Background: an optimization exercise with open tools, aiming at small area and few clock cycles. Do not read the settings as production practice.
Function was checked by simulation only, so behaviour that the tests miss may differ from the original.

// phase_to_complex_transmission
module phase_to_complex_transmission #(
   parameter int unsigned CORDIC_STAGES = 18
) (
   input  logic                                 clock,
   input  logic                                 reset,
   input  logic                                 req_valid,
   output logic                                 req_ready,
   input  logic signed [ptc_pkg::SAMPLE_W-1:0]  req_sample,
   input  logic                                 req_last,
   output logic                                 rsp_valid,
   input  logic                                 rsp_ready,
   output logic signed [ptc_pkg::OUT_W-1:0]     rsp_real,
   output logic signed [ptc_pkg::OUT_W-1:0]     rsp_imag,
   output logic                                 rsp_last,
   input  logic                                 csr_valid,
   output logic                                 csr_ready,
   input  logic [ptc_pkg::CSR_INDEX_W-1:0]      csr_index,
   input  logic [ptc_pkg::CSR_DATA_W-1:0]       csr_wdata
);
   function automatic logic signed [23:0] sat_out(input logic signed [55:0] v);
      if (v > 56'sd8388607) begin
         sat_out = 24'sh7FFFFF;
      end else if (v < -56'sd8388608) begin
         sat_out = 24'sh800000;
      end else begin
         sat_out = v[23:0];
      end
   endfunction
   logic [SCALE_W-1:0] phase_scale_ff;
   logic               weak_mode_ff;
   logic               advance;
   logic               accept;
   logic               out_valid;
   assign csr_ready = 1'b1;
   always_ff @(posedge clock) begin
      if (reset) begin
         phase_scale_ff <= PHASE_SCALE_RESET;
         weak_mode_ff   <= 1'b0;
      end else if (csr_valid) begin
         case (csr_index)
            CSR_PHASE_SCALE: phase_scale_ff <= csr_wdata;
            CSR_WEAK_MODE:   weak_mode_ff   <= csr_wdata[0];
            default: ;
         endcase
      end
   end
   assign advance   = !out_valid || rsp_ready;
   assign req_ready = advance;
  ...
For scale: roughly 120 I/O pins.
Settings: LEC_CHECK=0, ABC_AREA=1, CAP_MARGIN=20, CORE_MARGIN=2, CORE_UTILIZATION=40, CTS_BUF_LIST=sky130_fd_sc_hd__clkbuf_4 sky130_fd_sc_hd__clkbuf_8, PLACE_DENSITY=0.6, SLEW_MARGIN=20; clock period 12.0 ns.
run.sh (not shown) runs the stock make flow with config.mk's settings and CLKGATE_MAP_FILE= SYNTH_SCRIPT=/design/flow/synth_recipe.tcl, a recipe that flattens the netlist after the stock synthesis.
The baseline passed the timing, design-rule and antenna checks.
Testbench counts at the start, summed over its fixed seeds: cycles 8,072.
Change:
CTS_BUF_LIST = default   (was sky130_fd_sc_hd__clkbuf_4 sky130_fd_sc_hd__clkbuf_8)
Outcome:
- design area hardly moves
- via count falls slightly
- routed wire length stays flat
- setup slack gains 0.060 ns

== run C ==
phase_to_complex_transmission, a different RTL version from the one above (not shown whole).
Size in the first run: about 120 I/O pins, roughly 0.11 mm² of cells after synthesis.
Design phase_to_complex_transmission, start of the top module:
module phase_to_complex_transmission #(
   parameter int unsigned CORDIC_STAGES = 18
) (
   input  logic                                 clock,
   input  logic                                 reset,
   input  logic                                 req_valid,
   output logic                                 req_ready,
   input  logic signed [ptc_pkg::SAMPLE_W-1:0]  req_sample,
   input  logic                                 req_last,
   output logic                                 rsp_valid,
   input  logic                                 rsp_ready,
   output logic signed [ptc_pkg::OUT_W-1:0]     rsp_real,
   output logic signed [ptc_pkg::OUT_W-1:0]     rsp_imag,
   output logic                                 rsp_last,
   input  logic                                 csr_valid,
   output logic                                 csr_ready,
   input  logic [ptc_pkg::CSR_INDEX_W-1:0]      csr_index,
   input  logic [ptc_pkg::CSR_DATA_W-1:0]       csr_wdata
);
   function automatic logic signed [23:0] sat_out(input logic signed [55:0] v);
      if (v > 56'sd8388607) begin
         sat_out = 24'sh7FFFFF;
      end else if (v < -56'sd8388608) begin
         sat_out = 24'sh800000;
      end else begin
         sat_out = v[23:0];
      end
   endfunction
   logic [SCALE_W-1:0] phase_scale_ff;
   logic               weak_mode_ff;
   logic               advance;
   logic               accept;
   logic               out_valid;
   assign csr_ready = 1'b1;
   always_ff @(posedge clock) begin
      if (reset) begin
         phase_scale_ff <= PHASE_SCALE_RESET;
         weak_mode_ff   <= 1'b0;
      end else if (csr_valid) begin
         case (csr_index)
            CSR_PHASE_SCALE: phase_scale_ff <= csr_wdata;
            CSR_WEAK_MODE:   weak_mode_ff   <= csr_wdata[0];
            default: ;
         endcase
      end
   end
   assign advance   = !out_valid || rsp_ready;
   assign req_ready = advance;
   assign accept    = req_valid && advance;
   logic [PROD_W-1:0]        prod;
   logic signed [PROD_W-1:0] s1_p;
   logic                     s1_v, s1_l, s1_w;
   ptc_mult u_mult (
      .s (req_sample),
      .c (phase_scale_ff),
      .p (prod)
   );
   logic [17:0]              q2;
   logic [40:0]              r2;
  ...
Settings: LEC_CHECK=0, ABC_AREA=1, CAP_MARGIN=5, CORE_MARGIN=2, CORE_UTILIZATION=55, GPL_TIMING_DRIVEN=0, PLACE_DENSITY=0.75, SLEW_MARGIN=5; clock period 12.0 ns.
The layout from run C, despite a flow that completed every stage, fails the layout checks, with the failing checks listed as max-capacitance violations, max-slew violations.
Testbench counts of run C, summed over its fixed seeds: cycles 8,072.
The following lists how run A was set up differently from run C:
- SLEW_MARGIN now 20, was 5
- CORE_UTILIZATION now 40, was 55
- PLACE_DENSITY now 0.6, was 0.75
- CAP_MARGIN now 20, was 5
- Run A vs run C, cell total after placement went up by 932.
- [compare] base=run C new=run A: cell count along the critical path rose about 100%, overall via count from detail_route decreased by 2178 relative to the old numbers.
- Run A | status: complete | timing, DRC, antenna: pass
- [compare] base=run C new=run A: global-route met1 utilization went down by 15 points.

== before ==
Starting RTL as in the previous note.
clock: 12.0 ns
lec_check: 0
abc_area: 1
abc_clock_period_in_ps: 16000
cap_margin: 20
core_margin: 2
core_utilization: 40
place_density: 0.6
slew_margin: 20
Having completed the whole flow, before delivered a layout that passed the timing, design-rule and antenna checks.
Testbench counts of before, summed over its fixed seeds: cycles 8,072.
The following lists how after was set up differently from before:
Settings: ABC_CLOCK_PERIOD_IN_PS no longer set, was 16000.
Findings:
Comparing before against after, there is no change at all in worst setup slack. Vertical extent of the die delta (after -> before): insignificant. Compared with before, in after total number of vias neither gained nor lost much, wire length held steady, final design area excluding fillers comparable. Comparing after against before, there is no change at all in area added between synthesis and finish. Flip-flop and latch count came out exactly the same in before and after.

## 04-22
Another version of the RTL of phase_to_complex_transmission (not shown whole).
Size in the first run: ~14000 cells after synthesis, about 530 flip-flops, about 120 I/O pins.
==> flow/design.v (excerpt) <==
module phase_to_complex_transmission #(
   parameter int unsigned CORDIC_STAGES = 18
) (
   input  logic                                 clock,
   input  logic                                 reset,
   input  logic                                 req_valid,
   output logic                                 req_ready,
   input  logic signed [ptc_pkg::SAMPLE_W-1:0]  req_sample,
   input  logic                                 req_last,
   output logic                                 rsp_valid,
   input  logic                                 rsp_ready,
   output logic signed [ptc_pkg::OUT_W-1:0]     rsp_real,
   output logic signed [ptc_pkg::OUT_W-1:0]     rsp_imag,
   output logic                                 rsp_last,
   input  logic                                 csr_valid,
   output logic                                 csr_ready,
   input  logic [ptc_pkg::CSR_INDEX_W-1:0]      csr_index,
   input  logic [ptc_pkg::CSR_DATA_W-1:0]       csr_wdata
);
   logic [SCALE_W-1:0] phase_scale_ff;
   logic               weak_mode_ff;
   logic               advance;
   logic               accept;
   logic               out_valid;
   assign csr_ready = 1'b1;
   always_ff @(posedge clock) begin
      if (reset) begin
         phase_scale_ff <= PHASE_SCALE_RESET;
         weak_mode_ff   <= 1'b0;
      end else if (csr_valid) begin
         case (csr_index)
            CSR_PHASE_SCALE: phase_scale_ff <= csr_wdata;
            CSR_WEAK_MODE:   weak_mode_ff   <= csr_wdata[0];
            default: ;
         endcase
      end
   end
   assign advance   = !out_valid || rsp_ready;
   assign req_ready = advance;
   assign accept    = req_valid && advance;
   logic [PROD_W-1:0]        prod;
   logic signed [PROD_W-1:0] s1_p;
   logic                     s1_v, s1_l, s1_w;
   ptc_mult u_mult (
      .s (req_sample),
      .c (phase_scale_ff),
      .p (prod)
   );
   logic [17:0]              q2;
   logic [40:0]              r2;
   logic [36:0]              w_t;
   logic signed [23:0]       weak2;
   logic [40:0]              s2_r;
   logic                     s2_v, s2_l, s2_w;
   ptc_qest u_qest (
      .ph (s1_p[PROD_W-1:38]),
      .q  (q2)
   );
   ptc_rem u_rem (
      .p  (s1_p[40:0]),
      .q  (q2),
      .r  (r2)
   );
  ...
make LEC_CHECK=0 ABC_AREA=1 CAP_MARGIN=20 CORE_MARGIN=2 CORE_UTILIZATION=50 PLACE_DENSITY=0.7 SLEW_MARGIN=20 finish   # period 12.0 ns
Testbench counts of 04-22, summed over its fixed seeds: cycles 8,064.
[inputs] 08-21 vs 04-22
# 04-22
export LEC_CHECK = 0
export ABC_AREA = 1
export CAP_MARGIN = 20
export CORE_MARGIN = 2
export CORE_UTILIZATION = 50
export PLACE_DENSITY = 0.7
export SLEW_MARGIN = 20
create_clock -name core_clock -period 12.0 [get_ports {clock}]
# 08-21
export LEC_CHECK = 0
export ABC_AREA = 1
export CAP_MARGIN = 20
export CORE_MARGIN = 2
export CORE_UTILIZATION = 40
export PLACE_DENSITY = 0.6
export SLEW_MARGIN = 20
create_clock -name core_clock -period 12.0 [get_ports {clock}]
--- outcome ---
04-22 → 08-21: mean area per synthesized cell held; all-layer global routing usage shows a reduction of 5.9 points. Re post-place instance area: 08-21 is about 0.8% up on 04-22. The pin slew with the least headroom to its limit of 08-21 falls short of that of 04-22 by 0.029 ns. Between 08-21 and 04-22, it is 08-21 whose worst path arrival time is higher, by 0.05 ns. Sort 04-22 and 08-21 by number of non-clock buffers desc -> top: 08-21. 08-21 vs. 04-22: count of clock-buffer cells in the layout went up by about 13%. Of 04-22 and 08-21, the run reporting the lower summed area of non-filler cells in the final layout was 04-22.

-- separate check: timing with driven ports --
No port has a modelled driver above. Below, the same layouts with a new extraction and two added sets of constraints.
Step 1 (the two cells are an assumption about what drives the block):
set clk [get_ports {clock}]
set_driving_cell -lib_cell sky130_fd_sc_hd__clkbuf_16 $clk
set_driving_cell -lib_cell sky130_fd_sc_hd__buf_2 [delete_from_list [all_inputs] $clk]
Step 2 adds t to the input delays and takes it off the output delays; t is the mean of the earliest and latest rising clock arrival at the registers after step 1. Input paths then give back, and output paths get back, about the clock's delay inside the block.
Three values: no drivers, after step 1, after step 2; two values: the first two.
| run | t, ns | setup WS [ns] | worst setup path after step 2 | slew at the worst register clock pin (ns) |
|---|---|---|---|---|
| the first run of note 1 | 0.970 | 1.308 / 1.308 / 1.308 | register to register | 0.08 / 0.08 |
| the second run of note 1 | 0.812 | 1.368 / 1.368 / 1.368 | register to register | 0.07 / 0.07 |
| run C | 0.815 | 0.625 / 0.694 / -0.121 | input to register | 0.08 / 0.08 |
| run A | 0.803 | 0.874 / 0.874 / 0.542 | input to register | 0.07 / 0.07 |
| before | 0.813 | 1.096 / 1.096 / 1.096 | register to register | 0.07 / 0.07 |
| after | 0.813 | 1.096 / 1.096 / 1.096 | register to register | 0.07 / 0.07 |
| 04-22 | 0.798 | 1.707 / 1.707 / 1.590 | input to register | 0.07 / 0.07 |
| 08-21 | 0.799 | 1.679 / 1.679 / 1.271 | input to register | 0.07 / 0.07 |
The setup slack of run C, which loses most, moves by +0.069 ns with the drivers and by -0.746 ns with both steps.
